From an optimization exercise on the open Yosys and OpenROAD flow, aimed at small area, a short achievable clock period and few clock cycles; shortcuts taken in it are not production practice.
Function was checked by simulation only, so behaviour that the tests miss may differ from the original.
Power is estimated from default activity; no workload was simulated.

## config.mk

```make
export PLATFORM = sky130hd
export DESIGN_NAME = rv_pipeline
export DESIGN_NICKNAME = rv_pipeline
export VERILOG_FILES = /design/flow/design.v
export SDC_FILE = /design/flow/constraint.sdc
export NUM_CORES = 4
export LEC_CHECK = 0
export CAP_MARGIN = 20
export CORE_MARGIN = 2
export CORE_UTILIZATION = 40
export SETUP_SLACK_MARGIN = 3.0
export SLEW_MARGIN = 20
```

## run.sh

```bash
#!/bin/bash
# synth_recipe.tcl (not shown) runs the flow's synth.tcl, then flattens the netlist and writes it again
# the make line also repeats each setting of config.mk as NAME=value (left out here)
make -C /OpenROAD-flow-scripts/flow DESIGN_CONFIG=/design/flow/config.mk WORK_HOME=/design/flow/orfs CLKGATE_MAP_FILE= SYNTH_SCRIPT=/design/flow/synth_recipe.tcl finish
```

## constraint.sdc

```tcl
create_clock -name core_clock -period 6.3 [get_ports {clk}]
set_input_delay 1.2600 -clock core_clock [delete_from_list [all_inputs] [get_ports {clk}]]
set_output_delay 1.2600 -clock core_clock [all_outputs]
set_load 0.01 [all_outputs]
```

## design.v

```verilog
`default_nettype none
package rv_isa_pkg;
    localparam logic [6:0] opcode_op     = 7'b0110011;
    localparam logic [6:0] opcode_op_imm = 7'b0010011;
    localparam logic [6:0] opcode_load   = 7'b0000011;
    localparam logic [6:0] opcode_store  = 7'b0100011;
    localparam logic [2:0] f3_add  = 3'b000;   
    localparam logic [2:0] f3_sll  = 3'b001;
    localparam logic [2:0] f3_slt  = 3'b010;
    localparam logic [2:0] f3_xor  = 3'b100;
    localparam logic [2:0] f3_sr   = 3'b101;   
    localparam logic [2:0] f3_or   = 3'b110;
    localparam logic [2:0] f3_and  = 3'b111;
    localparam logic [2:0] f3_word = 3'b010;   
    typedef enum logic [3:0] {
        alu_none = 4'd0,
        alu_sub  = 4'd1,
        alu_and  = 4'd2,
        alu_or   = 4'd3,
        alu_xor  = 4'd4,
        alu_sll  = 4'd5,
        alu_sra  = 4'd6,
        alu_srl  = 4'd7,
        alu_slt  = 4'd8,
        alu_add  = 4'd9
    } alu_op_t;
    localparam logic [31:0] nop_instr = 32'h0000_0013;   
endpackage
`default_nettype wire
`default_nettype none
package pipe_pkg;
    localparam int xlen = 32;
    typedef logic [xlen-1:0] word_t;
    typedef logic [4:0]      reg_addr_t;
    typedef logic [xlen-3:0] mem_addr_t;
    typedef enum logic [1:0] {
        fwd_reg = 2'b00,   
        fwd_mem = 2'b01,   
        fwd_wb  = 2'b10    
    } fwd_sel_t;
endpackage
`default_nettype wire
`timescale 1ns/1ps
`default_nettype none
module reg_file (
    input  logic        clk,
    input  logic        rst_n,
    input  logic [31:1] sel1,      
    input  logic [31:1] sel2,
    output logic [31:0] rs1_data,
    output logic [31:0] rs2_data,
    output logic        rs1_valid,
    output logic        rs2_valid,
    input  logic        we,        
    input  logic [4:0]  rd,
    input  logic [31:0] wdata
);
    logic [31:0] regs [1:31];
    logic [31:1] valid;
    logic [31:1] wsel;
    always_comb begin
        for (int j = 1; j < 32; j++)
            wsel[j] = we && (rd == 5'(j));
    end
    always_comb begin
        rs1_data = '0;
        rs2_data = '0;
        for (int j = 1; j < 32; j++) begin
            rs1_data = rs1_data | ({32{sel1[j]}} & regs[j]);
            rs2_data = rs2_data | ({32{sel2[j]}} & regs[j]);
        end
    end
    assign rs1_valid = |(sel1 & valid);
    assign rs2_valid = |(sel2 & valid);
    always_ff @(posedge clk) begin
        if (!rst_n)
            valid <= '0;
        else
            valid <= valid | wsel;
    end
    always_ff @(posedge clk) begin
        for (int j = 1; j < 32; j++)
            if (wsel[j]) regs[j] <= wdata;
    end
endmodule
`default_nettype wire
`timescale 1ns/1ps
`default_nettype none
module rv_pipeline (
    input  logic               clk,
    input  logic               rst_n,
    output pipe_pkg::mem_addr_t imem_addr,
    input  pipe_pkg::word_t     imem_rdata,
    output logic               dmem_ren,
    output logic               dmem_wen,
    output pipe_pkg::mem_addr_t dmem_addr,
    output pipe_pkg::word_t     dmem_wdata,
    input  pipe_pkg::word_t     dmem_rdata
);
    logic [29:0] pc;
    logic [31:0] id_instr;
    logic        id_v;
    logic        stall;
    assign imem_addr = pc;
    always_ff @(posedge clk) begin
        if (!rst_n) begin
            pc   <= '0;
            id_v <= 1'b0;
        end else if (!stall) begin
            pc   <= pc + 30'd1;
            id_v <= 1'b1;
        end
    end
    logic [31:1] id_sel1, id_sel2;
    always_ff @(posedge clk) begin
        if (!stall) begin
            id_instr <= imem_rdata;
            for (int j = 1; j < 32; j++) begin
                id_sel1[j] <= imem_rdata[19:15] == 5'(j);
                id_sel2[j] <= imem_rdata[24:20] == 5'(j);
            end
        end
    end
    logic [6:0]  opcode;
    logic [2:0]  f3;
    logic [4:0]  rd, rs1, rs2;
    logic        is_op, is_imm, is_ld, is_st, alu_ins;
    logic        wr_rd, use_b;
    logic [11:0] imm12;
    logic [31:0] rf1, rf2, rd1, rd2;
    logic        rv1, rv2;
    logic [31:0] ex_a, ex_b, ex_sd;
    logic        ex_fld;
    logic        ex_sra, ex_neg;
    logic        s_add, s_sub, s_slt, s_xor, s_or, s_and, s_sll, s_sr;
    logic [4:0]  ex_rd;
    logic        ex_we, ex_ld, ex_st;
    logic [31:0] alu;
    logic [31:0] mem_res, mem_sd;
    logic [4:0]  mem_rd;
    logic        mem_we, mem_ld, mem_st;
    logic [31:0] mem_val;
    assign opcode = id_instr[6:0];
    assign f3     = id_instr[14:12];
    assign rd     = id_instr[11:7];
    assign rs1    = id_instr[19:15];
    assign rs2    = id_instr[24:20];
    assign is_op  = id_v && opcode == rv_isa_pkg::opcode_op;
    assign is_imm = id_v && opcode == rv_isa_pkg::opcode_op_imm;
    assign is_ld  = id_v && opcode == rv_isa_pkg::opcode_load;
    assign is_st  = id_v && opcode == rv_isa_pkg::opcode_store;
    assign alu_ins = is_op || is_imm;
    assign wr_rd  = (alu_ins || is_ld) && rd != 5'd0;
    assign imm12  = is_st ? {id_instr[31:25], id_instr[11:7]} : id_instr[31:20];
    reg_file i_reg_file (
        .clk, .rst_n, .sel1(id_sel1), .sel2(id_sel2), .rs1_data(rf1), .rs2_data(rf2),
        .rs1_valid(rv1), .rs2_valid(rv2),
        .we(mem_we), .rd(mem_rd), .wdata(mem_val)
    );
    assign mem_val = mem_ld ? dmem_rdata : mem_res;
    assign rd1 = (mem_we && mem_rd == rs1) ? mem_val : rv1 ? rf1 : '0;
    assign rd2 = (mem_we && mem_rd == rs2) ? mem_val : rv2 ? rf2 : '0;
    logic hit1, hit2, fwd1, fwd2;
    assign hit1 = ex_we && ex_rd == rs1;
    assign hit2 = ex_we && ex_rd == rs2;
    assign fwd1 = hit1 && !ex_ld;
    assign fwd2 = hit2 && !ex_ld;
    assign use_b = is_op;
    assign stall = ex_ld && ((hit1 && (alu_ins || is_ld || is_st)) || (hit2 && use_b));
    always_ff @(posedge clk) begin
        if (!rst_n) begin
            ex_we <= 1'b0;
            ex_ld <= 1'b0;
            ex_st <= 1'b0;
        end else begin
            ex_we <= wr_rd && !stall;
            ex_ld <= is_ld && !stall;
            ex_st <= is_st && !stall;
        end
    end
    always_ff @(posedge clk) begin
        ex_a    <= fwd1 ? alu : rd1;
        ex_b    <= !is_op ? {{20{imm12[11]}}, imm12} : fwd2 ? alu : rd2;
        ex_sd   <= fwd2 ? alu : rd2;
        ex_rd   <= rd;
        ex_fld  <= hit2 && ex_ld;
        ex_sra  <= id_instr[30];
        ex_neg  <= (is_op && f3 == 3'b000 && id_instr[30]) || (alu_ins && f3 == 3'b010);
        s_add   <= (alu_ins && f3 == 3'b000 && !(is_op && id_instr[30])) || is_ld || is_st;
        s_sub   <= is_op && f3 == 3'b000 && id_instr[30];
        s_slt   <= alu_ins && f3 == 3'b010;
        s_xor   <= alu_ins && f3 == 3'b100;
        s_or    <= alu_ins && f3 == 3'b110;
        s_and   <= alu_ins && f3 == 3'b111;
        s_sll   <= alu_ins && f3 == 3'b001;
        s_sr    <= alu_ins && f3 == 3'b101;
    end
    logic [31:0] sum, diff, shr, shl;
    logic        lt;
    logic [32:0] sum33;
    assign sum33 = {ex_a, 1'b1} + {ex_b ^ {32{ex_neg}}, ex_neg};
    assign sum  = sum33[32:1];
    assign diff = sum;
    assign lt   = (ex_a[31] ^ ex_b[31]) ? ex_a[31] : diff[31];
    assign shr  = 32'($signed({ex_sra & ex_a[31], ex_a}) >>> ex_b[4:0]);
    assign shl  = ex_a << ex_b[4:0];
    assign alu = ({32{s_add}} & sum)
               | ({32{s_sub}} & diff)
               | ({32{s_slt}} & {31'b0, lt})
               | ({32{s_xor}} & (ex_a ^ ex_b))
               | ({32{s_or}}  & (ex_a | ex_b))
               | ({32{s_and}} & (ex_a & ex_b))
               | ({32{s_sll}} & shl)
               | ({32{s_sr}}  & shr);
    always_ff @(posedge clk) begin
        if (!rst_n) begin
            mem_we <= 1'b0;
            mem_ld <= 1'b0;
            mem_st <= 1'b0;
        end else begin
            mem_we <= ex_we;
            mem_ld <= ex_ld;
            mem_st <= ex_st;
        end
    end
    always_ff @(posedge clk) begin
        mem_res <= alu;
        mem_sd  <= ex_fld ? dmem_rdata : ex_sd;
        mem_rd  <= ex_rd;
    end
    assign dmem_ren   = mem_ld;
    assign dmem_wen   = mem_st;
    assign dmem_addr  = mem_res[31:2];
    assign dmem_wdata = mem_sd;
endmodule
`default_nettype wire
```

==> flow_metrics.env, run 1 <==
export IMPL_design_final_nets=4959
export IMPL_cells_along_the_critical_path="buf_4, buf_4, a221oi_1, nand4_1, o21ba_4, buf_4, a221oi_1, buf_4, a21oi_1, a21o_1"
export IMPL_synth_distinct_cells=75
export IMPL_routed_wirelength_um=297800
export IMPL_slew_viol_final=0
export IMPL_netlist_top_cells_area="sky130_fd_sc_hd__edfxtp_1, sky130_fd_sc_hd__dfxtp_1, sky130_fd_sc_hd__a22oi_1"
export IMPL_vdd_ir_drop_worst_mv=0.2181
export IMPL_gp_congestion=1.026
export IMPL_synth_seq_cells=1335
export IMPL_synthMostInstantiatedCell="sky130_fd_sc_hd__edfxtp_1"
export IMPL_worst_r2r_setup_slack_ns=2.79
export IMPL_tritonroute_pass_1_iters=16
export IMPL_rsz0062_at_grt="yes"
export IMPL_grt_first_pass_wirelength_um=400900
export IMPL_grt_remaining_overflow=0
export IMPL_r2r_path_end="ex_b[29]$_DFF_P_"
export IMPL_clock_latency_ns=0.80
export IMPL_drv_cap=0
export IMPL_post_layout_total_power_mw=18.67
export IMPL_r2r_cells=10
export IMPL_drc_errors=0
export IMPL_final_setup_skew_ns=0.02294
export IMPL_path_buf_inv=4
export IMPL_slew_headroom_pct=17.79
export IMPL_final_period_utilization_pct=55.70
export IMPL_data_required_time_at_the_worst_endpoint_ns=7.04
export IMPL_cp_top_family="buffers and inverters"
export IMPL_slowest_delay_ns=0.59
export IMPL_timing_final_setup_violations=0
export IMPL_wl_per_cell_um=42.96
export IMPL_static_leakage_power_nw=26.57
export IMPL_dominantRegCellSynth="sky130_fd_sc_hd__edfxtp_1"
export IMPL_run_status="finished clean"
export IMPL_num_io_pins=160
export IMPL_portBuffers=159
export IMPL_multi_input_comb_area_um2=21930
export IMPL_worst_slew_pin_transition_ns=1.233
export IMPL_grt_antenna_before_repair=15
export IMPL_timing_critical_path_to_type="flop"
export IMPL_crit_path_end="ex_b[29]$_DFF_P_"
export IMPL_die_area_um2=154900
export IMPL_critical_path_arrival_ns=4.25
export IMPL_fp_dieH_um=393.6
export IMPL_numClockSinks=1335
export IMPL_post_synth_most_frequent_cells="sky130_fd_sc_hd__edfxtp_1, sky130_fd_sc_hd__a22oi_1, sky130_fd_sc_hd__a221oi_1, sky130_fd_sc_hd__clkbuf_1, sky130_fd_sc_hd__dfxtp_1"
export IMPL_cts_buffers=140
export IMPL_vias=51750
export IMPL_worst_path_max_delay_cell="sky130_fd_sc_hd__buf_4"
export IMPL_worstSetupStartpointType="flop"
export IMPL_place_detailed_hpwl_um=167800
export IMPL_cts_htree_levels=4
export IMPL_die_w_um=393.6
export IMPL_clock_path_buffers=3
export IMPL_register_area_um2=37630
export IMPL_synth_yosys_seq_area_share_pct=61.92
export IMPL_yosysWarningCount=3
export IMPL_drt_iter0_drc=10870
export IMPL_crit_path_start="id_sel2[14]$_DFFE_PN_"
export IMPL_floorplan_initialDensity_pct=40.40
export IMPL_critPathKind="reg2reg"
export IMPL_number_of_failing_hold_endpoints_at_the_final_stage=0
export IMPL_netlist_area_leader_share_pct=53.71
export IMPL_critical_path_most_common_cell="sky130_fd_sc_hd__buf_4"
export IMPL_largest_net_degree_at_the_start_of_global_routing=68
export IMPL_grt_pass1_vias=48740
export IMPL_fin_setup_tns_ns=0
export IMPL_avgViaCountPerCell=7.465
export IMPL_clkSlewWorstSetupHoldPaths_ns=0.06
export IMPL_fillers=13330
export IMPL_number_of_instances_in_the_synthesized_netlist=4619
export IMPL_groute_usage_overall_pct=37.08
export IMPL_clockRootBuffer="sky130_fd_sc_hd__clkbuf_16"
export IMPL_tritoncts="yes"
export IMPL_placement_rows=142
export IMPL_synth_edf_count=1086
export IMPL_post_synth_cell_area_avg_um2=13.15
export IMPL_timing_final_crit_period_ns=3.509
export IMPL_detail_route_antenna_nets=0
export IMPL_final_layout_size_suffix_gt1_share_pct=15.40
export IMPL_crit_path_max_fanout=22
export IMPL_timing_fmax_mhz=285.0
export IMPL_synth_largest_area_cell="sky130_fd_sc_hd__edfxtp_1"
export IMPL_synth_area_um2=60720
export IMPL_holdCritPathClass="reg2reg"
export IMPL_area_growth_syn_to_layout_pct=16.78
export IMPL_worstReg2RegStart="id_sel2[14]$_DFFE_PN_"
export IMPL_synth_fp_nets=4782
export IMPL_power_per_cell_area_nw_per_um2=263.2
export IMPL_core_area_um2=150300
export IMPL_ys_async_sr_fraction_pct=0
export IMPL_critical_path_depth=10
[cell families (layout without fill, tap and decap cells)]
group,after synthesis,in the layout,share of synthesized area (%)
DFF,1335,1335,61.92
xor gates and xnor gates,91,91,1.313
adders and majority gates,97,97,1.999
buffers and inverters,486,775,3.307
AOI/OAI and AO/OA,1544,1544,19.58
other,0,8,0
and+or+nand+nor,873,873,7.191
muxes,193,193,4.698
[cells in the final DEF (no fill, tap or decap), drive strengths merged, types with 29 or more instances in the layout]
cell and n:
nor3 55, o21ai 110, or4 53, nand2 167, a22oi 488, nand3 213
xor2 64, clkinv 52, a21oi 131, ha 97, buf 246, nor2 195
a211oi 33, dfxtp 249, a221oi 278, mux4 65, mux2 83, o21a 51
inv 121, a22o 229, a222oi 70, edfxtp 1086, a21o 29, clkbuf 174
nand4 66, mux2i 45, clkdlybuf4s50 158
[report_power, final]
part / internal, mW / switching (mW)
clock: 4.83 / 3.67
combinational: 0.194 / 0.460
sequential: 9.46 / 0.0583
total: 14.5 / 4.19
[per-stage QoR]
stage | worst slack, ns | hold WS (ns) | std cells | utilization [%] | instance area, um2
6_report | 2.791 | 0.3906 | 6932 | 47.18 | 70910
5_1_grt | 2.898 | 0.4065 | 6925 | 47.17 | 70900
4_1_cts | 2.986 | 0.3927 | 6876 | 46.64 | 70100
3_5_place_dp | 2.014 | 0.3880 | 6594 | 43.17 | 64880
3_3_place_gp | 2.023 | 0.3792 | 6594 | 43.16 | 64880
2_1_floorplan | 2.994 | 0.3704 | 4619 | - | 60830
[sequential cells by signal, summed over array words and instances (netlist names), 5 cells and up]
signal            cells
mem_res              32
pc                   30
ex_b                 32
id_sel1              31
mem_rd                5
i_reg_file.regs     992
ex_rd                 5
id_sel2              31
ex_sd                32
ex_a                 32
i_reg_file.valid     31
mem_sd               32
id_instr             32
[repair_timing]
action,in CTS,in global routing
resized for setup,70,82
pin swaps,13,28
endpoints found under the setup margin,167,73
hold endpoints to repair,0,0
buffers inserted,26,44
gates cloned,2,0
hold buffers,0,0
[routing by layer]
layer / GRT usage, % / part of all wire [%]
met3: 15.39 / 17
met2: 54.06 / 41
met5: 0.2155 / 0.088
met1: 43.64 / 32
met4: 27.70 / 10
[how the worst min path moves through the flow]
stage                                     start           endpoint  cells past startpoint
after floorplan           id_instr[8]$_DFFE_PN_   ex_rd[1]$_DFF_P_                      0
after global placement         ex_rd[2]$_DFF_P_  mem_rd[2]$_DFF_P_                      0
after detailed placement       ex_rd[2]$_DFF_P_  mem_rd[2]$_DFF_P_                      0
after CTS                      ex_rd[4]$_DFF_P_  mem_rd[4]$_DFF_P_                      0
after global routing           ex_rd[4]$_DFF_P_  mem_rd[4]$_DFF_P_                      0
final                          ex_rd[4]$_DFF_P_  mem_rd[4]$_DFF_P_                      0
[worst reg2reg max path, stage by stage, from the launching register on]
cell and delay, ns:
sky130_fd_sc_hd__edfxtp_1 0.32, sky130_fd_sc_hd__buf_4 0.37, sky130_fd_sc_hd__buf_4 0.60, sky130_fd_sc_hd__a221oi_1 0.25
sky130_fd_sc_hd__nand4_1 0.16, sky130_fd_sc_hd__o21ba_4 0.48, sky130_fd_sc_hd__buf_4 0.46, sky130_fd_sc_hd__a221oi_1 0.20
sky130_fd_sc_hd__buf_4 0.23, sky130_fd_sc_hd__a21oi_1 0.23, sky130_fd_sc_hd__a21o_1 0.15
[final cells by class]
| cell class | count | share of cell area [%] |
|---|---|---|
| antenna | 8 | 0.02823 |
| clock buffer | 173 | 5.276 |
| clock inverter | 81 | 1.253 |
| inverter | 114 | 0.6087 |
| multi-input combinational | 2798 | 30.92 |
| sequential | 1335 | 53.07 |
| tap | 2016 | 3.557 |
| timing repair buffer | 406 | 5.283 |
| timing repair inverter | 1 | 0.007058 |
Testbench counts, summed over its fixed seeds: cycles 10,922.
==> inputs of run 2 (changes only) <==
--- a/config.mk
+++ b/config.mk
@@ -8,5 +8,5 @@
 export CAP_MARGIN = 20
 export CORE_MARGIN = 2
-export CORE_UTILIZATION = 40
-export SETUP_SLACK_MARGIN = 3.0
+export CORE_UTILIZATION = 60
+export SETUP_SLACK_MARGIN = 3.5
 export SLEW_MARGIN = 20
==> run 2 against run 1 <==
Against the previous run: first-iteration DRC count up 13%; via count up 4.0%; critical path type unchanged; clock power is 4.4% lower; clock skew rose by 0.011 ns; wire length decreased by 2.9%; hold slack better by 0.0045 ns; critical path depth is 3 higher; largest cell class unchanged; highest routed layer unchanged; still clean.
==> flow_metrics.env, run 2 <==
export IMPL_grt_pass1_vias=49830
export IMPL_number_of_instances_in_the_synthesized_netlist=4619
export IMPL_post_synth_most_frequent_cells="sky130_fd_sc_hd__edfxtp_1, sky130_fd_sc_hd__a22oi_1, sky130_fd_sc_hd__a221oi_1, sky130_fd_sc_hd__clkbuf_1, sky130_fd_sc_hd__dfxtp_1"
export IMPL_num_io_pins=160
export IMPL_power_switching_mw=4.152
export IMPL_slew_viol_final=0
export IMPL_area_growth_syn_to_layout_pct=20.27
export IMPL_finish_instance_area_um2=73030
export IMPL_clock_latency_ns=0.79
export IMPL_holdCritPathClass="reg2reg"
export IMPL_power_clock_fraction_pct=44.1
export IMPL_synth_edf_count=1086
export IMPL_power_internal_mw=14.26
export IMPL_synth_area_um2=60720
export IMPL_place_detailed_hpwl_um=156500
export IMPL_gp_congestion=1.026
export IMPL_grt_remaining_overflow=0
export IMPL_synth_largest_area_cell="sky130_fd_sc_hd__edfxtp_1"
export IMPL_yosysWarningCount=3
export IMPL_final_critical_path_setup_slack_ns=3.088
export IMPL_synth_distinct_cells=75
export IMPL_netlist_top_cells_area="sky130_fd_sc_hd__edfxtp_1, sky130_fd_sc_hd__dfxtp_1, sky130_fd_sc_hd__a22oi_1"
export IMPL_design_final_nets=5095
export IMPL_placement_rows=116
export IMPL_critical_path_arrival_ns=3.87
export IMPL_final_layout_size_suffix_gt1_share_pct=22.30
export IMPL_worst_path_max_delay_cell="sky130_fd_sc_hd__dfxtp_4"
export IMPL_final_setup_skew_ns=0.03433
export IMPL_netlist_area_leader_share_pct=53.71
export IMPL_tritonroute_pass_1_iters=12
export IMPL_power_sequential_fraction_pct=51.7
export IMPL_floorplan_initialDensity_pct=60.63
export IMPL_largest_net_degree_at_the_start_of_global_routing=82
export IMPL_cts_hold_fix_buffers=0
export IMPL_cells_along_the_critical_path="buf_12, xor2_1, ha_1, a21oi_2, o211ai_1, buf_4, a21oi_4, buf_12, xnor2_4, a221oi_2, o21ai_2, o21a_1, mux2_4"
export IMPL_worstSetupStartpointType="flop"
export IMPL_drv_cap=0
export IMPL_power_switching_share_pct=22.55
export IMPL_vias=53800
export IMPL_postPlaceCellArea_um2=63990
export IMPL_synth_yosys_seq_area_share_pct=61.92
export IMPL_timing_final_setup_violations=0
export IMPL_synthMostInstantiatedCell="sky130_fd_sc_hd__edfxtp_1"
export IMPL_stdcell_count=6360
export IMPL_timing_critical_path_to_type="flop"
export IMPL_logic_gate_share_of_total_power_pct=4.2
export IMPL_critical_path_most_common_cell="sky130_fd_sc_hd__buf_12"
export IMPL_most_common_library_cell_in_the_layout_ignoring_fill_and_taps="sky130_fd_sc_hd__edfxtp_1"
export IMPL_fin_setup_tns_ns=0
export IMPL_vdd_ir_drop_worst_mv=0.2799
export IMPL_groute_usage_overall_pct=54.84
export IMPL_tritoncts="yes"
export IMPL_dominantRegCellSynth="sky130_fd_sc_hd__edfxtp_1"
export IMPL_die_area_um2=103800
export IMPL_holdWs_ns=0.3950
export IMPL_detail_route_antenna_nets=0
export IMPL_drt_iter0_drc=12240
export IMPL_die_w_um=322.1
export IMPL_clockRootBuffer="sky130_fd_sc_hd__clkbuf_16"
export IMPL_static_leakage_power_nw=28.11
export IMPL_cts_htree_levels=4
export IMPL_place_ws_ns=2.255
export IMPL_cts_buffers=135
export IMPL_grt_antenna_before_repair=16
export IMPL_timing_final_crit_period_ns=3.212
export IMPL_avgViaCountPerCell=8.459
export IMPL_synth_seq_cells=1335
export IMPL_largest_register_ff_count=992
export IMPL_routed_wirelength_um=289300
export IMPL_final_period_utilization_pct=50.98
export IMPL_fp_dieH_um=322.1
export IMPL_rsz0062_at_grt="yes"
export IMPL_synth_fp_nets=4782
export IMPL_dpl_cell_count=5869
export IMPL_worst_slew_pin_transition_ns=1.214
export IMPL_number_of_failing_hold_endpoints_at_the_final_stage=0
export IMPL_clock_path_buffers=3
export IMPL_timing_fmax_mhz=311.3
export IMPL_largest_register="i_reg_file.regs"
export IMPL_most_common_layout_cells="sky130_fd_sc_hd__edfxtp_1, sky130_fd_sc_hd__a22oi_1, sky130_fd_sc_hd__buf_4"
export IMPL_clkSlewWorstSetupHoldPaths_ns=0.06
export IMPL_wl_per_cell_um=45.48
export IMPL_run_status="finished clean"
export IMPL_portBuffers=159
export IMPL_slowest_delay_ns=0.41
export IMPL_slew_headroom_pct=19.06
export IMPL_numClockSinks=1335
export IMPL_core_area_um2=100100
export IMPL_power_per_cell_area_nw_per_um2=252.1
export IMPL_drc_errors=0
export IMPL_post_synth_cell_area_avg_um2=13.15
export IMPL_critPathKind="reg2reg"
export IMPL_grt_first_pass_wirelength_um=389700
export IMPL_crit_path_max_fanout=7
export IMPL_ys_async_sr_fraction_pct=0
export IMPL_data_required_time_at_the_worst_endpoint_ns=6.95
export IMPL_worst_r2r_setup_slack_ns=3.09
-- run 2: cell count changes in the layout (fill, tap and decap cells not counted), moves of 20 or more --
cell                              before  now
sky130_fd_sc_hd__a221oi_1            273  253
sky130_fd_sc_hd__a21oi_1             119   76
sky130_fd_sc_hd__dfxtp_2              10   35
sky130_fd_sc_hd__buf_6                15   71
sky130_fd_sc_hd__a21oi_2              10   39
sky130_fd_sc_hd__buf_12                7   31
sky130_fd_sc_hd__clkdlybuf4s50_1     158   64
sky130_fd_sc_hd__buf_4               214  257
sky130_fd_sc_hd__o21ai_0              89   69
sky130_fd_sc_hd__dfxtp_1             233  207
sky130_fd_sc_hd__dlygate4sd2_1         0   94
-- run 2: worst paths after layout --
check,to,depth (start not counted),startpoint
max,ex_b[9]$_DFF_P_,13,ex_neg$_DFF_P_
min,mem_rd[0]$_DFF_P_,0,ex_rd[0]$_DFF_P_
max reg2reg,ex_b[9]$_DFF_P_,13,ex_neg$_DFF_P_
min reg2reg,mem_rd[0]$_DFF_P_,0,ex_rd[0]$_DFF_P_
-- run 2: area by class of cell --
cell class	count	area, um2
Sequential cell	1335	37670
Multi-Input combinational cell	2801	23460
Antenna cell	21	52.55
Clock buffer	171	3637
Clock inverter	75	757.0
Timing Repair Buffer	544	5384
Fill cell	6699	27120
Tap cell	1298	1624
Inverter	114	440.4
Timing Repair inverter	1	7.507
-- run 2: timing repair --
item                       4_1_cts  5_1_grt
gates resized for setup        514      178
setup buffers                  148       59
pin swaps                      125       89
gates cloned                    10        5
setup endpoints to repair      424      143
-- run 2: power by group through the flow --
| stage | combinational, mW | clock, mW | sequential (mW) |
|---|---|---|---|
| detailed placement | 0.540 | 0 | 9.71 |
| CTS | 0.667 | 8.06 | 9.51 |
| global placement | 0.538 | 0 | 9.71 |
| floorplan | 0.300 | 0 | 9.67 |
| finish | 0.774 | 8.13 | 9.51 |
| global route | 0.761 | 8.40 | 9.51 |
-- run 2: cells by family after synthesis --
family          count (synthesis)  share of synthesized area [%]
fa+ha+maj                      97                          1.999
compound gates               1544                          19.58
mux                           193                          4.698
flops                        1335                          61.92
xor+xnor                       91                          1.313
simple gates                  873                          7.191
buf+inv                       486                          3.307
-- run 2: per-stage QoR --
| step | power [mW] | utilization, % |
|---|---|---|
| after detailed placement | 10.25 | 63.90 |
| final | 18.41 | 72.92 |
| after global placement | 10.25 | 63.88 |
| after CTS | 18.23 | 71.50 |
| after floorplan | 9.973 | - |
| after global routing | 18.67 | 72.88 |
-- run 2: critical path, delay by kind of cell (launching register included) --
family	cells	cell delay, ns
buffers and inverters	3	0.48
flip-flops	1	0.41
XOR/XNOR	2	0.26
multiplexers	1	0.26
adder cells (fa/ha/maj)	1	0.37
AO/OA/AOI/OAI	6	1.30
-- run 2: metal layers --
metal | track usage (%) | share of wire, % | vias up
met2 | 73.99 | 39 | 6584
met5 | 4.815 | 0.37 | -
met3 | 28.92 | 20 | 2217
li1 | - | - | 19560
met4 | 42.21 | 11 | 28
met1 | 65.31 | 30 | 25410
==> inputs of run 3 (changes only) <==
--- a/design.v
+++ b/design.v
@@ -50,6 +50,5 @@
     output logic [31:0] rs1_data,
     output logic [31:0] rs2_data,
-    output logic        rs1_valid,
-    output logic        rs2_valid,
+    output logic [31:1] valid_nx,
     input  logic        we,        
     input  logic [4:0]  rd,
@@ -71,6 +70,5 @@
         end
     end
-    assign rs1_valid = |(sel1 & valid);
-    assign rs2_valid = |(sel2 & valid);
+    assign valid_nx = valid | wsel;
     always_ff @(posedge clk) begin
         if (!rst_n)
@@ -113,4 +111,12 @@
     end
     logic [31:1] id_sel1, id_sel2;
+    logic [31:1] valid_nx;
+    logic [31:0] valid_nx0;
+    logic        id_rv1, id_rv2;
+    assign valid_nx0 = {valid_nx, 1'b0};
+    always_ff @(posedge clk) begin
+        id_rv1 <= rst_n && valid_nx0[stall ? id_instr[19:15] : imem_rdata[19:15]];
+        id_rv2 <= rst_n && valid_nx0[stall ? id_instr[24:20] : imem_rdata[24:20]];
+    end
     always_ff @(posedge clk) begin
         if (!stall) begin
@@ -128,6 +134,5 @@
     logic        wr_rd, use_b;
     logic [11:0] imm12;
-    logic [31:0] rf1, rf2, rd1, rd2;
-    logic        rv1, rv2;
+    logic [31:0] rf1, rf2;
     logic [31:0] ex_a, ex_b, ex_sd;
     logic        ex_fld;
@@ -155,11 +160,9 @@
     reg_file i_reg_file (
         .clk, .rst_n, .sel1(id_sel1), .sel2(id_sel2), .rs1_data(rf1), .rs2_data(rf2),
-        .rs1_valid(rv1), .rs2_valid(rv2),
+        .valid_nx,
         .we(mem_we), .rd(mem_rd), .wdata(mem_val)
     );
     assign mem_val = mem_ld ? dmem_rdata : mem_res;
-    assign rd1 = (mem_we && mem_rd == rs1) ? mem_val : rv1 ? rf1 : '0;
-    assign rd2 = (mem_we && mem_rd == rs2) ? mem_val : rv2 ? rf2 : '0;
-    logic hit1, hit2, fwd1, fwd2;
+    logic hit1, hit2, fwd1, fwd2, wt1, wt2;
     assign hit1 = ex_we && ex_rd == rs1;
     assign hit2 = ex_we && ex_rd == rs2;
@@ -167,4 +170,17 @@
     assign fwd2 = hit2 && !ex_ld;
     assign use_b = is_op;
+    assign wt1 = mem_we && mem_rd == rs1;
+    assign wt2 = mem_we && mem_rd == rs2;
+    logic a_ex, a_mem, a_rf, b_imm, b_ex, b_mem, b_rf, d_ex, d_mem, d_rf;
+    assign a_ex  = fwd1;
+    assign a_mem = !fwd1 && wt1;
+    assign a_rf  = !fwd1 && !wt1 && id_rv1;
+    assign d_ex  = fwd2;
+    assign d_mem = !fwd2 && wt2;
+    assign d_rf  = !fwd2 && !wt2 && id_rv2;
+    assign b_imm = !is_op;
+    assign b_ex  = is_op && d_ex;
+    assign b_mem = is_op && d_mem;
+    assign b_rf  = is_op && d_rf;
     assign stall = ex_ld && ((hit1 && (alu_ins || is_ld || is_st)) || (hit2 && use_b));
     always_ff @(posedge clk) begin
@@ -180,7 +196,8 @@
     end
     always_ff @(posedge clk) begin
-        ex_a    <= fwd1 ? alu : rd1;
-        ex_b    <= !is_op ? {{20{imm12[11]}}, imm12} : fwd2 ? alu : rd2;
-        ex_sd   <= fwd2 ? alu : rd2;
+        ex_a    <= ({32{a_ex}} & alu) | ({32{a_mem}} & mem_val) | ({32{a_rf}} & rf1);
+        ex_b    <= ({32{b_ex}} & alu) | ({32{b_mem}} & mem_val) | ({32{b_rf}} & rf2)
+                 | ({32{b_imm}} & {{20{imm12[11]}}, imm12});
+        ex_sd   <= ({32{d_ex}} & alu) | ({32{d_mem}} & mem_val) | ({32{d_rf}} & rf2);
         ex_rd   <= rd;
         ex_fld  <= hit2 && ex_ld;
==> run 3 against run 2 <==
Against the previous run: via count fell by 1.0%; critical path depth down 8; die area is essentially flat; sequential share of layout area is 0.58 points higher; utilization is 0.89 points lower; wire length is 0.43% lower; synthesized cell count up 0.22%; still clean; critical path type unchanged; hold slack improved by 0.025 ns.
==> flow_metrics.env, run 3 <==
export IMPL_run_status="finished clean"
export IMPL_synth_seq_cells=1337
export IMPL_detail_route_antenna_nets=0
export IMPL_vdd_ir_drop_worst_mv=0.3055
export IMPL_portBuffers=159
export IMPL_placement_rows=116
export IMPL_dominantRegCellSynth="sky130_fd_sc_hd__edfxtp_1"
export IMPL_avgViaCountPerCell=8.293
export IMPL_clock_latency_ns=0.79
export IMPL_post_synth_cell_area_avg_um2=13.13
export IMPL_utilization_pct=72.03
export IMPL_core_area_um2=100300
export IMPL_area_growth_syn_to_layout_pct=18.89
export IMPL_wl_per_cell_um=44.86
export IMPL_grt_antenna_before_repair=23
export IMPL_most_common_library_cell_in_the_layout_ignoring_fill_and_taps="sky130_fd_sc_hd__edfxtp_1"
export IMPL_critical_path_arrival_ns=4.08
export IMPL_data_required_time_at_the_worst_endpoint_ns=6.85
export IMPL_grt_remaining_overflow=0
export IMPL_largest_net_degree_at_the_start_of_global_routing=73
export IMPL_synth_largest_area_cell="sky130_fd_sc_hd__edfxtp_1"
export IMPL_fillers=6799
export IMPL_final_critical_path_setup_slack_ns=2.771
export IMPL_place_detailed_hpwl_um=160200
export IMPL_synth_fp_nets=4792
export IMPL_design_final_nets=5097
export IMPL_synthXorXnorAreaFrac_pct=1.413
export IMPL_vias=53240
export IMPL_routed_wirelength_um=288000
export IMPL_synth_yosys_seq_area_share_pct=61.94
export IMPL_rsz0062_at_grt="yes"
export IMPL_final_setup_skew_ns=0.03639
export IMPL_synth_top_family_by_area="compound AO/OA/AOI/OAI gates"
export IMPL_tritoncts="yes"
export IMPL_gp_congestion=1.016
export IMPL_crit_path_max_fanout=25
export IMPL_cts_htree_levels=4
export IMPL_timing_fmax_mhz=283.4
export IMPL_holdCritPathClass="reg2reg"
export IMPL_die_area_um2=103800
export IMPL_die_w_um=322.2
export IMPL_yosys_area_share_simple_pct=7.554
export IMPL_numClockSinks=1337
export IMPL_clock_path_buffers=3
export IMPL_clockRootBuffer="sky130_fd_sc_hd__clkbuf_16"
export IMPL_slew_viol_final=0
export IMPL_synth_distinct_cells=86
export IMPL_final_layout_size_suffix_gt1_share_pct=20.16
export IMPL_fin_setup_tns_ns=0
export IMPL_area_share_of_fa_ha_maj_cells_after_synthesis_pct=1.998
export IMPL_static_leakage_power_nw=27.04
export IMPL_netlist_top_cells_area="sky130_fd_sc_hd__edfxtp_1, sky130_fd_sc_hd__dfxtp_1, sky130_fd_sc_hd__a221oi_1"
export IMPL_synthMostInstantiatedCell="sky130_fd_sc_hd__edfxtp_1"
export IMPL_critPathKind="reg2reg"
export IMPL_tritonroute_pass_1_iters=14
export IMPL_number_of_failing_hold_endpoints_at_the_final_stage=0
export IMPL_groute_usage_overall_pct=54.20
export IMPL_worst_path_max_delay_cell="sky130_fd_sc_hd__o21bai_1"
export IMPL_yosysWarningCount=3
export IMPL_synth_edf_count=1086
export IMPL_timing_final_setup_violations=0
export IMPL_power_per_cell_area_nw_per_um2=267.6
export IMPL_post_layout_total_power_mw=19.33
export IMPL_drv_cap=0
export IMPL_number_of_instances_in_the_synthesized_netlist=4629
export IMPL_post_synth_most_frequent_cells="sky130_fd_sc_hd__edfxtp_1, sky130_fd_sc_hd__nor2_1, sky130_fd_sc_hd__a221oi_1, sky130_fd_sc_hd__a22oi_1, sky130_fd_sc_hd__a22o_1"
export IMPL_timing_final_crit_period_ns=3.529
export IMPL_slowest_delay_ns=1.00
export IMPL_num_io_pins=160
export IMPL_grt_pass1_vias=49120
export IMPL_worst_slew_pin_transition_ns=1.257
export IMPL_place_ws_ns=2.100
export IMPL_floorplan_initialDensity_pct=60.58
export IMPL_grt_first_pass_wirelength_um=384200
export IMPL_cells_along_the_critical_path="buf_4, a221oi_1, nand4_1, o21bai_1, o221ai_1"
export IMPL_drc_errors=0
export IMPL_clkSlewWorstSetupHoldPaths_ns=0.06
export IMPL_largest_register="i_reg_file.regs"
export IMPL_worstSetupStartpointType="flop"
export IMPL_cp_top_family="compound AO/OA/AOI/OAI gates"
export IMPL_post_synth_mux_area_share_pct=5.086
export IMPL_compound_gate_portion_of_the_synthesized_area_pct=18.81
export IMPL_cts_buffers=137
export IMPL_drt_iter0_drc=12140
export IMPL_ys_async_sr_fraction_pct=0
export IMPL_final_period_utilization_pct=56.01
export IMPL_slew_headroom_pct=16.05
export IMPL_most_common_layout_cells="sky130_fd_sc_hd__edfxtp_1, sky130_fd_sc_hd__a22oi_1, sky130_fd_sc_hd__a221oi_1"
export IMPL_path_buf_inv=1
export IMPL_netlist_area_leader_share_pct=53.67
export IMPL_fp_dieH_um=322.2
export IMPL_timing_critical_path_to_type="flop"
export IMPL_largest_register_ff_count=992
export IMPL_synth_area_um2=60760
[run 3: report_power, final]
group | internal [mW] | switching, mW | total, mW
logic | 0.468 | 0.837 | 1.31
registers | 9.50 | 0.126 | 9.62
clock network | 4.79 | 3.62 | 8.40
[run 3: cells by family after synthesis]
| family | Yosys count |
|---|---|
| AO/OA/AOI/OAI | 1440 |
| XOR/XNOR | 98 |
| adder cells (fa/ha/maj) | 97 |
| buffers and inverters | 464 |
| flip-flops | 1337 |
| multiplexers | 226 |
| AND/OR/NAND/NOR | 967 |
[run 3: routing by layer]
layer	track usage (%)	wire, um	vias up	share of wire (%)
met5	0.3241	326	-	0.11
met4	39.64	30360	25	11
met3	29.63	56960	2091	20
met2	71.89	111000	6499	39
met1	66.21	89330	25110	31
li1	-	-	19520	-
[run 3: worst register-to-register path: stages (launching register included)]
cell and delay [ns]:
sky130_fd_sc_hd__edfxtp_1 0.80, sky130_fd_sc_hd__buf_4 0.55, sky130_fd_sc_hd__a221oi_1 0.49, sky130_fd_sc_hd__nand4_1 0.12, sky130_fd_sc_hd__o21bai_1 1.00, sky130_fd_sc_hd__o221ai_1 0.36
[run 3: what timing repair did]
action / 4_1_cts / 5_1_grt
hold buffers: 0 / 0
endpoints found under the setup margin: 346 / 210
endpoints found under the hold margin: 0 / 0
pin swaps: 49 / 57
setup buffers: 118 / 57
gates resized for setup: 329 / 150
cloned: 5 / 6
[run 3: through the flow]
step,std cells,area [um2],hold WS (ns)
after detailed placement,5964,64250,0.3957
after global routing,6405,72200,0.4331
final,6420,72240,0.4204
after CTS,6337,70910,0.4063
after global placement,5963,64220,0.3942
after floorplan,4629,61130,0.3670
[run 3: area by class of cell]
class,count,area [um2],area share (%)
timing repair buffer,519,4756,6.584
clock inverter,78,880.8,1.219
antenna,18,45.04,0.06235
tap,1357,1698,2.350
multi-input combinational,2834,23060,31.93
clock buffer,172,3705,5.129
timing repair inverter,1,5.005,0.006928
inverter,104,402.9,0.5577
sequential,1337,37680,52.16
[run 3: final timing paths]
kind,start,end,slack [ns],cells after the start
max reg2reg,id_sel1[16]$_DFFE_PN_,ex_a[30]$_DFF_P_,2.77,5
min,ex_rd[1]$_DFF_P_,mem_rd[1]$_DFF_P_,0.42,0
min reg2reg,ex_rd[1]$_DFF_P_,mem_rd[1]$_DFF_P_,0.42,0
max,id_sel1[16]$_DFFE_PN_,ex_a[30]$_DFF_P_,2.77,5
Testbench counts of run 3, summed over its fixed seeds: cycles 10,922.
==> inputs of run 4 (changes only) <==
--- a/design.v
+++ b/design.v
@@ -138,5 +138,8 @@
     logic        ex_fld;
     logic        ex_sra, ex_neg;
-    logic        s_add, s_sub, s_slt, s_xor, s_or, s_and, s_sll, s_sr;
+    logic        s_ar, s_slt, s_xor, s_or, s_and, s_sll, s_sr;
+    logic [3:0]  ex_sh0, ex_sh1;   
+    logic [1:0]  ex_sh2;           
+    logic [31:0] b_nx;
     logic [4:0]  ex_rd;
     logic        ex_we, ex_ld, ex_st;
@@ -183,5 +186,16 @@
     assign b_mem = is_op && d_mem;
     assign b_rf  = is_op && d_rf;
-    assign stall = ex_ld && ((hit1 && (alu_ins || is_ld || is_st)) || (hit2 && use_b));
+    logic [6:0] if_opc;
+    logic       if_use1, if_use2, stall_nx;
+    assign if_opc  = imem_rdata[6:0];
+    assign if_use1 = if_opc == rv_isa_pkg::opcode_op || if_opc == rv_isa_pkg::opcode_op_imm
+                  || if_opc == rv_isa_pkg::opcode_load || if_opc == rv_isa_pkg::opcode_store;
+    assign if_use2 = if_opc == rv_isa_pkg::opcode_op;
+    assign stall_nx = !stall && is_ld && rd != 5'd0
+                   && ((if_use1 && imem_rdata[19:15] == rd) || (if_use2 && imem_rdata[24:20] == rd));
+    always_ff @(posedge clk) begin
+        if (!rst_n) stall <= 1'b0;
+        else        stall <= stall_nx;
+    end
     always_ff @(posedge clk) begin
         if (!rst_n) begin
@@ -195,15 +209,22 @@
         end
     end
+    assign b_nx = ({32{b_ex}} & alu) | ({32{b_mem}} & mem_val) | ({32{b_rf}} & rf2)
+                | ({32{b_imm}} & {{20{imm12[11]}}, imm12});
+    logic neg;
+    assign neg = (is_op && f3 == 3'b000 && id_instr[30]) || (alu_ins && f3 == 3'b010);
     always_ff @(posedge clk) begin
         ex_a    <= ({32{a_ex}} & alu) | ({32{a_mem}} & mem_val) | ({32{a_rf}} & rf1);
-        ex_b    <= ({32{b_ex}} & alu) | ({32{b_mem}} & mem_val) | ({32{b_rf}} & rf2)
-                 | ({32{b_imm}} & {{20{imm12[11]}}, imm12});
+        ex_b    <= b_nx ^ {32{neg}};
+        for (int k = 0; k < 4; k++) begin
+            ex_sh0[k] <= b_nx[1:0] == 2'(k);
+            ex_sh1[k] <= b_nx[3:2] == 2'(k);
+        end
+        ex_sh2  <= {b_nx[4], !b_nx[4]};
         ex_sd   <= ({32{d_ex}} & alu) | ({32{d_mem}} & mem_val) | ({32{d_rf}} & rf2);
         ex_rd   <= rd;
         ex_fld  <= hit2 && ex_ld;
         ex_sra  <= id_instr[30];
-        ex_neg  <= (is_op && f3 == 3'b000 && id_instr[30]) || (alu_ins && f3 == 3'b010);
-        s_add   <= (alu_ins && f3 == 3'b000 && !(is_op && id_instr[30])) || is_ld || is_st;
-        s_sub   <= is_op && f3 == 3'b000 && id_instr[30];
+        ex_neg  <= neg;
+        s_ar    <= (alu_ins && f3 == 3'b000) || is_ld || is_st;
         s_slt   <= alu_ins && f3 == 3'b010;
         s_xor   <= alu_ins && f3 == 3'b100;
@@ -213,15 +234,44 @@
         s_sr    <= alu_ins && f3 == 3'b101;
     end
-    logic [31:0] sum, diff, shr, shl;
+    logic [31:0] sum, shr, shl;
     logic        lt;
-    logic [32:0] sum33;
-    assign sum33 = {ex_a, 1'b1} + {ex_b ^ {32{ex_neg}}, ex_neg};
-    assign sum  = sum33[32:1];
-    assign diff = sum;
-    assign lt   = (ex_a[31] ^ ex_b[31]) ? ex_a[31] : diff[31];
-    assign shr  = 32'($signed({ex_sra & ex_a[31], ex_a}) >>> ex_b[4:0]);
-    assign shl  = ex_a << ex_b[4:0];
-    assign alu = ({32{s_add}} & sum)
-               | ({32{s_sub}} & diff)
+    function automatic logic [31:0] ks_add(input logic [31:0] a, input logic [31:0] b, input logic cin);
+        logic [31:0] g, p, gg, pp;
+        g  = a & b;
+        p  = a ^ b;
+        gg = g;
+        pp = p;
+        gg[0] = g[0] | (p[0] & cin);
+        for (int d = 1; d < 32; d = d * 2) begin
+            for (int i = 31; i >= d; i--) begin
+                gg[i] = gg[i] | (pp[i] & gg[i-d]);
+                pp[i] = pp[i] & pp[i-d];
+            end
+        end
+        ks_add = p ^ {gg[30:0], cin};
+    endfunction
+    assign sum = ks_add(ex_a, ex_b, ex_neg);
+    assign lt   = (ex_a[31] ^ ex_b[31]) ? sum[31] : ex_a[31];   
+    logic [63:0] r0, r1;
+    logic [31:0] l0, l1;
+    logic        fill;
+    assign fill = ex_sra & ex_a[31];
+    always_comb begin
+        r0 = '0;
+        r1 = '0;
+        l0 = '0;
+        l1 = '0;
+        for (int k = 0; k < 4; k++) begin
+            r0 = r0 | ({64{ex_sh0[k]}} & ({{32{fill}}, ex_a} >> k));
+            l0 = l0 | ({32{ex_sh0[k]}} & (ex_a << k));
+        end
+        for (int k = 0; k < 4; k++) begin
+            r1 = r1 | ({64{ex_sh1[k]}} & (r0 >> (4 * k)));
+            l1 = l1 | ({32{ex_sh1[k]}} & (l0 << (4 * k)));
+        end
+        shr = ({32{ex_sh2[0]}} & r1[31:0]) | ({32{ex_sh2[1]}} & r1[47:16]);
+        shl = ({32{ex_sh2[0]}} & l1) | ({32{ex_sh2[1]}} & (l1 << 16));
+    end
+    assign alu = ({32{s_ar}}  & sum)
                | ({32{s_slt}} & {31'b0, lt})
                | ({32{s_xor}} & (ex_a ^ ex_b))
==> run 4 against run 3 <==
Against the previous run: via count grew 1.7%; largest power group unchanged; maximum frequency up 14%; critical path depth is 3 higher; utilization rose by 0.54 points; sequential power increased by 0.9%; largest cell class unchanged; synthesized area fell by 0.72%; non-clock buffer count is 10 higher; first-iteration DRC count up 1.1%; hold slack worse by 0.040 ns; final cell count increased by 0.84%; die area fell by 0.71%; register-to-register slack better by 0.44 ns.
==> flow_metrics.env, run 4 <==
export IMPL_drt_iter0_drc=12280
export IMPL_cells_along_the_critical_path="buf_4, a222oi_1, nand4_1, nor3_1, buf_4, o21ai_0, or2_4, a32o_1"
export IMPL_utilization_pct=72.57
export IMPL_die_w_um=321.1
export IMPL_grt_antenna_before_repair=12
export IMPL_avgViaCountPerCell=8.360
export IMPL_synth_largest_area_cell="sky130_fd_sc_hd__edfxtp_1"
export IMPL_placement_rows=116
export IMPL_worst_path_max_delay_cell="sky130_fd_sc_hd__a222oi_1"
export IMPL_crit_path_max_fanout=32
export IMPL_gp_congestion=1.088
export IMPL_synth_seq_cells=1347
export IMPL_power_per_cell_area_nw_per_um2=268.4
export IMPL_most_common_library_cell_in_the_layout_ignoring_fill_and_taps="sky130_fd_sc_hd__edfxtp_1"
export IMPL_synth_edf_count=1086
export IMPL_slew_viol_final=0
export IMPL_synth_fp_nets=4880
export IMPL_timing_final_setup_violations=0
export IMPL_vias=54120
export IMPL_critPathKind="reg2reg"
export IMPL_portBuffers=159
export IMPL_largest_register_ff_count=992
export IMPL_die_area_um2=103100
export IMPL_slew_headroom_pct=23.27
export IMPL_synth_yosys_seq_area_share_pct=62.73
export IMPL_final_period_utilization_pct=49.08
export IMPL_numClockSinks=1347
export IMPL_groute_usage_overall_pct=53.50
export IMPL_final_setup_skew_ns=0.03151
export IMPL_timing_final_crit_period_ns=3.092
export IMPL_slowest_delay_ns=0.66
export IMPL_fp_dieH_um=321.1
export IMPL_finish_instance_area_um2=72470
export IMPL_postPlaceCellArea_um2=63400
export IMPL_tritoncts="yes"
export IMPL_clockRootBuffer="sky130_fd_sc_hd__clkbuf_16"
export IMPL_rsz0062_at_grt="yes"
export IMPL_synth_distinct_cells=81
export IMPL_timing_fmax_mhz=323.4
export IMPL_design_final_nets=5177
export IMPL_clkSlewWorstSetupHoldPaths_ns=0.07
export IMPL_fin_setup_tns_ns=0
export IMPL_dominantRegCellSynth="sky130_fd_sc_hd__edfxtp_1"
export IMPL_largest_net_degree_at_the_start_of_global_routing=83
export IMPL_drv_cap=0
export IMPL_wl_per_cell_um=43.88
export IMPL_data_required_time_at_the_worst_endpoint_ns=6.95
export IMPL_routed_wirelength_um=284100
export IMPL_synth_area_um2=60320
export IMPL_netlist_area_leader_share_pct=54.06
export IMPL_synthMostInstantiatedCell="sky130_fd_sc_hd__edfxtp_1"
export IMPL_worst_slew_pin_transition_ns=1.151
export IMPL_num_io_pins=160
export IMPL_number_of_failing_hold_endpoints_at_the_final_stage=0
export IMPL_area_growth_syn_to_layout_pct=20.14
export IMPL_ys_async_sr_fraction_pct=0
export IMPL_post_synth_cell_area_avg_um2=12.71
export IMPL_core_area_um2=99860
export IMPL_detail_route_antenna_nets=0
export IMPL_vdd_ir_drop_worst_mv=0.2614
export IMPL_yosysWarningCount=3
export IMPL_critical_path_arrival_ns=3.74
export IMPL_drc_errors=0
export IMPL_most_common_layout_cells="sky130_fd_sc_hd__edfxtp_1, sky130_fd_sc_hd__a22oi_1, sky130_fd_sc_hd__a22o_1"
export IMPL_static_leakage_power_nw=26.61
export IMPL_floorplan_initialDensity_pct=60.41
export IMPL_critical_path_most_common_cell="sky130_fd_sc_hd__buf_4"
export IMPL_post_synth_most_frequent_cells="sky130_fd_sc_hd__edfxtp_1, sky130_fd_sc_hd__a22oi_1, sky130_fd_sc_hd__a22o_1, sky130_fd_sc_hd__a221oi_1, sky130_fd_sc_hd__clkbuf_1"
export IMPL_number_of_instances_in_the_synthesized_netlist=4747
export IMPL_holdCritPathClass="reg2reg"
export IMPL_clock_path_buffers=3
export IMPL_cts_buffers=137
export IMPL_fillers=6773
export IMPL_timing_critical_path_to_type="flop"
export IMPL_clock_latency_ns=0.78
export IMPL_grt_remaining_overflow=0
export IMPL_run_status="finished clean"
export IMPL_tritonroute_pass_1_iters=11
export IMPL_largest_register="i_reg_file.regs"
export IMPL_final_layout_size_suffix_gt1_share_pct=20.67
export IMPL_netlist_top_cells_area="sky130_fd_sc_hd__edfxtp_1, sky130_fd_sc_hd__dfxtp_1, sky130_fd_sc_hd__a22oi_1"
export IMPL_place_detailed_hpwl_um=150100
export IMPL_grt_first_pass_wirelength_um=380800
export IMPL_worstSetupStartpointType="flop"
export IMPL_grt_pass1_vias=49470
export IMPL_cts_htree_levels=4
[run 4: cells by family (layout without fill, tap and decap cells)]
family / Yosys count / in the layout / share of synthesized area, %
compound gates: 1635 / 1635 / 21.04
flops: 1347 / 1347 / 62.73
simple gates: 1033 / 1033 / 8.457
buf+inv: 476 / 884 / 3.236
xor+xnor: 96 / 96 / 1.394
mux: 93 / 95 / 1.738
fa+ha+maj: 67 / 67 / 1.415
other cells: 0 / 19 / 0
[run 4: layout make-up]
cell class	instances	area, um2	area share (%)
Timing Repair Buffer	529	5001	6.901
Multi-Input combinational cell	2926	22890	31.58
Clock inverter	77	793.3	1.095
Sequential cell	1347	38000	52.43
Clock buffer	175	3705	5.112
Inverter	103	411.6	0.5680
Antenna cell	19	47.55	0.06561
Tap cell	1298	1624	2.241
[run 4: metal layers]
metal,global-route usage [%],part of all wire [%]
met1,66.02,31
met2,71.45,39
met3,27.58,20
met4,39.08,10
met5,0,0.014
[run 4: final timing paths]
| kind | from | end | slack [ns] | cells after the start |
|---|---|---|---|---|
| worst max-delay path | id_sel2[2]$_DFFE_PN_ | ex_sh0[1]$_DFF_P_ | 3.21 | 8 |
| worst min-delay path | ex_rd[3]$_DFF_P_ | mem_rd[3]$_DFF_P_ | 0.38 | 0 |
| worst max register to register | id_sel2[2]$_DFFE_PN_ | ex_sh0[1]$_DFF_P_ | 3.21 | 8 |
| worst min register to register | ex_rd[3]$_DFF_P_ | mem_rd[3]$_DFF_P_ | 0.38 | 0 |
[run 4: worst max-delay path, delay by kind of cell, from the launching register on]
family | cells | cell delay [ns]
and+or+nand+nor | 3 | 0.77
AOI/OAI and AO/OA | 3 | 1.10
DFF | 1 | 0.36
buffers and inverters | 2 | 0.69
[run 4: stage by stage]
stage | hold slack (ns) | instances | power (mW) | setup WS, ns
after floorplan | 0.3695 | 4747 | 10.44 | 3.359
after global placement | 0.3853 | 5977 | 10.95 | 2.355
after detailed placement | 0.3879 | 5977 | 10.95 | 2.308
after CTS | 0.3910 | 6353 | 19.15 | 3.345
after global routing | 0.3972 | 6456 | 19.75 | 3.175
final | 0.3807 | 6474 | 19.45 | 3.208
[run 4: repair_timing]
action                                  4_1_cts  5_1_grt
hold buffers                                  0        0
gates cloned                                  5        4
gates resized for setup                     521      235
pin swaps                                   111      114
buffers inserted                            119       97
endpoints found under the setup margin      229      195
endpoints found under the hold margin         0        0
[run 4: power by group]
part / internal (mW) / leakage [nW] / total, mW / switching (mW)
combinational: 0.519 / 10.5 / 1.46 / 0.944
clock: 4.66 / 2.21 / 8.28 / 3.61
sequential: 9.59 / 13.9 / 9.71 / 0.120
total: 14.8 / 26.6 / 19.4 / 4.68
Testbench counts of run 4, summed over its fixed seeds: cycles 10,922.
==> inputs of run 5 (changes only) <==
--- a/config.mk
+++ b/config.mk
@@ -8,5 +8,5 @@
 export CAP_MARGIN = 20
 export CORE_MARGIN = 2
-export CORE_UTILIZATION = 60
+export CORE_UTILIZATION = 50
 export SETUP_SLACK_MARGIN = 3.5
 export SLEW_MARGIN = 20
==> run 5 against run 4 <==
Against the previous run: still clean on timing, DRC and antenna; synthesized cell count unchanged; via count down 0.67%; highest routed layer unchanged; utilization down 12 points; global-route usage down 5.8 points; non-clock buffer count down 8.
==> flow_metrics.env, run 5 <==
export IMPL_critPathKind="reg2reg"
export IMPL_timing_final_crit_period_ns=3.083
export IMPL_cells_along_the_critical_path="fa_2, buf_6, a211oi_4, o21ai_1, buf_4, a211o_1, a41oi_2, xor2_2, o21ai_2, a211o_1, mux2i_2, xnor2_2"
export IMPL_cts_hold_fix_buffers=0
export IMPL_gp_congestion=1.034
export IMPL_synth_seq_cells=1347
export IMPL_largest_net_degree_at_the_start_of_global_routing=70
export IMPL_grt_remaining_overflow=0
export IMPL_grt_first_pass_wirelength_um=401100
export IMPL_netlist_top_cells_area="sky130_fd_sc_hd__edfxtp_1, sky130_fd_sc_hd__dfxtp_1, sky130_fd_sc_hd__a22oi_1"
export IMPL_worst_r2r_setup_slack_ns=3.22
export IMPL_number_of_instances_in_the_synthesized_netlist=4747
export IMPL_netlist_area_leader_share_pct=54.06
export IMPL_worstReg2RegStart="ex_neg$_DFF_P_"
export IMPL_yosysWarningCount=3
export IMPL_holdPathStages=0
export IMPL_detail_route_antenna_nets=0
export IMPL_post_synth_cell_area_avg_um2=12.71
export IMPL_most_common_layout_cells="sky130_fd_sc_hd__edfxtp_1, sky130_fd_sc_hd__a22oi_1, sky130_fd_sc_hd__a22o_1"
export IMPL_design_final_nets=5176
export IMPL_critical_path_arrival_ns=3.78
export IMPL_clock_path_buffers=3
export IMPL_die_area_um2=123400
export IMPL_numClockSinks=1347
export IMPL_dominantRegCellSynth="sky130_fd_sc_hd__edfxtp_1"
export IMPL_clockRootBuffer="sky130_fd_sc_hd__clkbuf_16"
export IMPL_clock_latency_ns=0.80
export IMPL_die_w_um=351.3
export IMPL_slew_viol_final=0
export IMPL_place_detailed_hpwl_um=167700
export IMPL_synth_fp_nets=4880
export IMPL_avgViaCountPerCell=7.922
export IMPL_cts_htree_levels=4
export IMPL_tritonroute_pass_1_iters=11
export IMPL_timing_hold_worst_endpoint="mem_rd[3]$_DFF_P_"
export IMPL_drc_errors=0
export IMPL_final_setup_skew_ns=0.03638
export IMPL_drt_iter0_drc=11660
export IMPL_synthMostInstantiatedCell="sky130_fd_sc_hd__edfxtp_1"
export IMPL_groute_usage_overall_pct=47.65
export IMPL_r2r_cells=12
export IMPL_critical_path_most_common_cell="sky130_fd_sc_hd__a211o_1"
export IMPL_fillers=9496
export IMPL_slew_headroom_pct=13.69
export IMPL_placement_rows=127
export IMPL_static_leakage_power_nw=26.53
export IMPL_synth_edf_count=1086
export IMPL_worstSetupStartpointType="flop"
export IMPL_drv_cap=0
export IMPL_vias=53760
export IMPL_worst_path_max_delay_cell="sky130_fd_sc_hd__fa_2"
export IMPL_most_common_library_cell_in_the_layout_ignoring_fill_and_taps="sky130_fd_sc_hd__edfxtp_1"
export IMPL_grt_antenna_before_repair=18
export IMPL_num_io_pins=160
export IMPL_wl_per_cell_um=45.09
export IMPL_synth_yosys_seq_area_share_pct=62.73
export IMPL_worst_slew_pin_transition_ns=1.290
export IMPL_dpl_cell_count=6324
export IMPL_fp_dieH_um=351.3
export IMPL_floorplan_initialDensity_pct=50.35
export IMPL_core_area_um2=119800
export IMPL_holdCritPathClass="reg2reg"
export IMPL_final_layout_size_suffix_gt1_share_pct=20.48
export IMPL_largest_register="i_reg_file.regs"
export IMPL_stdcell_count=6786
export IMPL_timing_fmax_mhz=324.3
export IMPL_rsz0062_at_grt="yes"
export IMPL_run_status="finished clean"
export IMPL_timing_critical_path_to_type="flop"
export IMPL_tritoncts="yes"
export IMPL_cts_buffers=142
export IMPL_routed_wirelength_um=306000
export IMPL_worst_hold_startpoint="ex_rd[3]$_DFF_P_"
export IMPL_timing_final_setup_violations=0
export IMPL_area_growth_syn_to_layout_pct=20.84
export IMPL_synth_area_um2=60320
export IMPL_ys_async_sr_fraction_pct=0
export IMPL_synth_largest_area_cell="sky130_fd_sc_hd__edfxtp_1"
export IMPL_largest_register_ff_count=992
export IMPL_number_of_failing_hold_endpoints_at_the_final_stage=0
export IMPL_grt_pass1_vias=49140
export IMPL_portBuffers=159
export IMPL_clkSlewWorstSetupHoldPaths_ns=0.06
export IMPL_post_synth_most_frequent_cells="sky130_fd_sc_hd__edfxtp_1, sky130_fd_sc_hd__a22oi_1, sky130_fd_sc_hd__a22o_1, sky130_fd_sc_hd__a221oi_1, sky130_fd_sc_hd__clkbuf_1"
export IMPL_power_per_cell_area_nw_per_um2=267.7
export IMPL_data_required_time_at_the_worst_endpoint_ns=6.99
export IMPL_vdd_ir_drop_worst_mv=0.3039
export IMPL_slowest_delay_ns=0.42
export IMPL_synth_distinct_cells=81
export IMPL_crit_path_max_fanout=3
export IMPL_final_period_utilization_pct=48.94
export IMPL_fin_setup_tns_ns=0
export IMPL_r2r_path_end="ex_b[9]$_DFF_P_"
-- run 5: changes by cell type in the layout (fill, tap and decap cells not counted), sizes merged, moves of 3 or more --
cell,change
buf,-14
clkinvlp,+8
diode,-6
clkbuf,+23
inv,-5
bufinv,-3
clkdlybuf4s15,+12
dlygate4sd2,-15
-- run 5: cell type report --
class / instances / area (um2) / share of cell area (%)
Timing Repair Buffer: 521 / 4972 / 6.822
Sequential cell: 1347 / 37990 / 52.12
Timing Repair inverter: 2 / 10.01 / 0.01373
Inverter: 103 / 400.4 / 0.5493
Antenna cell: 13 / 32.53 / 0.04463
Clock buffer: 187 / 3859 / 5.294
Clock inverter: 75 / 686.9 / 0.9424
Multi-Input combinational cell: 2926 / 22920 / 31.45
Tap cell: 1612 / 2017 / 2.767
-- run 5: kinds of logic after synthesis --
family / Yosys count / synth area share [%]
fa+ha+maj: 67 / 1.415
mux: 93 / 1.738
flops: 1347 / 62.73
simple gates: 1033 / 8.457
buf+inv: 476 / 3.236
xor+xnor: 96 / 1.394
compound gates: 1635 / 21.04
-- run 5: routing by layer --
| metal | up-vias | GRT usage (%) | part of all wire, % |
|---|---|---|---|
| met5 | - | 0 | 0.080 |
| met4 | 14 | 33.17 | 9.7 |
| met3 | 1652 | 19.37 | 18 |
| met2 | 6036 | 64.62 | 39 |
| met1 | 26050 | 61.79 | 34 |
| li1 | 20010 | - | - |
-- run 5: how the worst max path moves through the flow --
stage	cells after the start	from	endpoint	slack, ns
3_5_place_dp	5	imem_rdata[21]	id_rv2$_DFF_P_	2.41
4_1_cts	12	ex_neg$_DFF_P_	ex_b[9]$_DFF_P_	3.26
2_1_floorplan	9	stall$_SDFF_PN0_	pc[25]$_SDFFE_PN0N_	3.36
5_1_grt	12	ex_neg$_DFF_P_	ex_b[9]$_DFF_P_	3.17
6_report	12	ex_neg$_DFF_P_	ex_b[9]$_DFF_P_	3.22
3_3_place_gp	5	imem_rdata[21]	id_rv2$_DFF_P_	2.43
-- run 5: where the power goes --
part	total, mW	internal [mW]	switching, mW
registers	9.71	9.59	0.115
logic	1.48	0.501	0.977
clock network	8.33	4.67	3.66
-- run 5: worst max-delay path, delay by kind of cell (launching register included) --
family	cells	cell delay (ns)
fa+ha+maj	1	0.42
flops	1	0.32
xor+xnor	2	0.43
buf+inv	2	0.31
compound gates	6	1.31
mux	1	0.23
-- run 5: stage by stage --
stage / hold WS, ns / instance area (um2) / power (mW) / util, % / setup slack [ns]
2_1_floorplan: 0.3695 / 60550 / 10.44 / - / 3.359
5_1_grt: 0.4027 / 72860 / 19.85 / 60.81 / 3.169
6_report: 0.3904 / 72890 / 19.51 / 60.84 / 3.217
3_3_place_gp: 0.3831 / 64030 / 10.98 / 53.45 / 2.431
3_5_place_dp: 0.3876 / 64040 / 10.98 / 53.45 / 2.406
4_1_cts: 0.3956 / 70690 / 19.24 / 59.00 / 3.258
-- run 5: timing repair --
action,4_1_cts,5_1_grt
gates resized for setup,500,281
cloned,2,16
setup endpoints to repair,255,182
setup buffers,76,93
pin swaps,78,139

[re-timing with driven ports]
How much do the figures lean on ideal ports? The routed layouts below were timed once more, with nothing changed but the port constraints. Step 1: set_driving_cell puts a clkbuf_16 on clk and a buf_2 on each other input, an assumption about the parent block. Step 2 also shifts input and output timing later by t, the mid clock arrival at the registers, as if the neighbouring blocks saw the same clock. Three values: no drivers, after step 1, after step 2; two values: the first two.
run | t (ns) | slack for setup (ns) | worst setup path after step 2 | worst register clock-pin slew, ns | pins driven straight from the clock port
run 1 | 0.882 | 2.791 / 2.791 / 2.700 | input to register | 0.07 / 0.07 | 1
run 2 | 0.847 | 3.088 / 3.088 / 3.028 | input to register | 0.07 / 0.07 | 1
run 3 | 0.847 | 2.771 / 2.771 / 2.556 | input to register | 0.07 / 0.07 | 1
run 4 | 0.841 | 3.208 / 3.208 / 2.678 | input to register | 0.07 / 0.07 | 1
run 5 | 0.865 | 3.217 / 3.217 / 2.772 | input to register | 0.07 / 0.07 | 1
After both steps setup and hold are still met in every run listed. For run 4, which loses most, drivers alone change the setup slack by 0.000 ns; drivers and shift together by -0.530 ns.
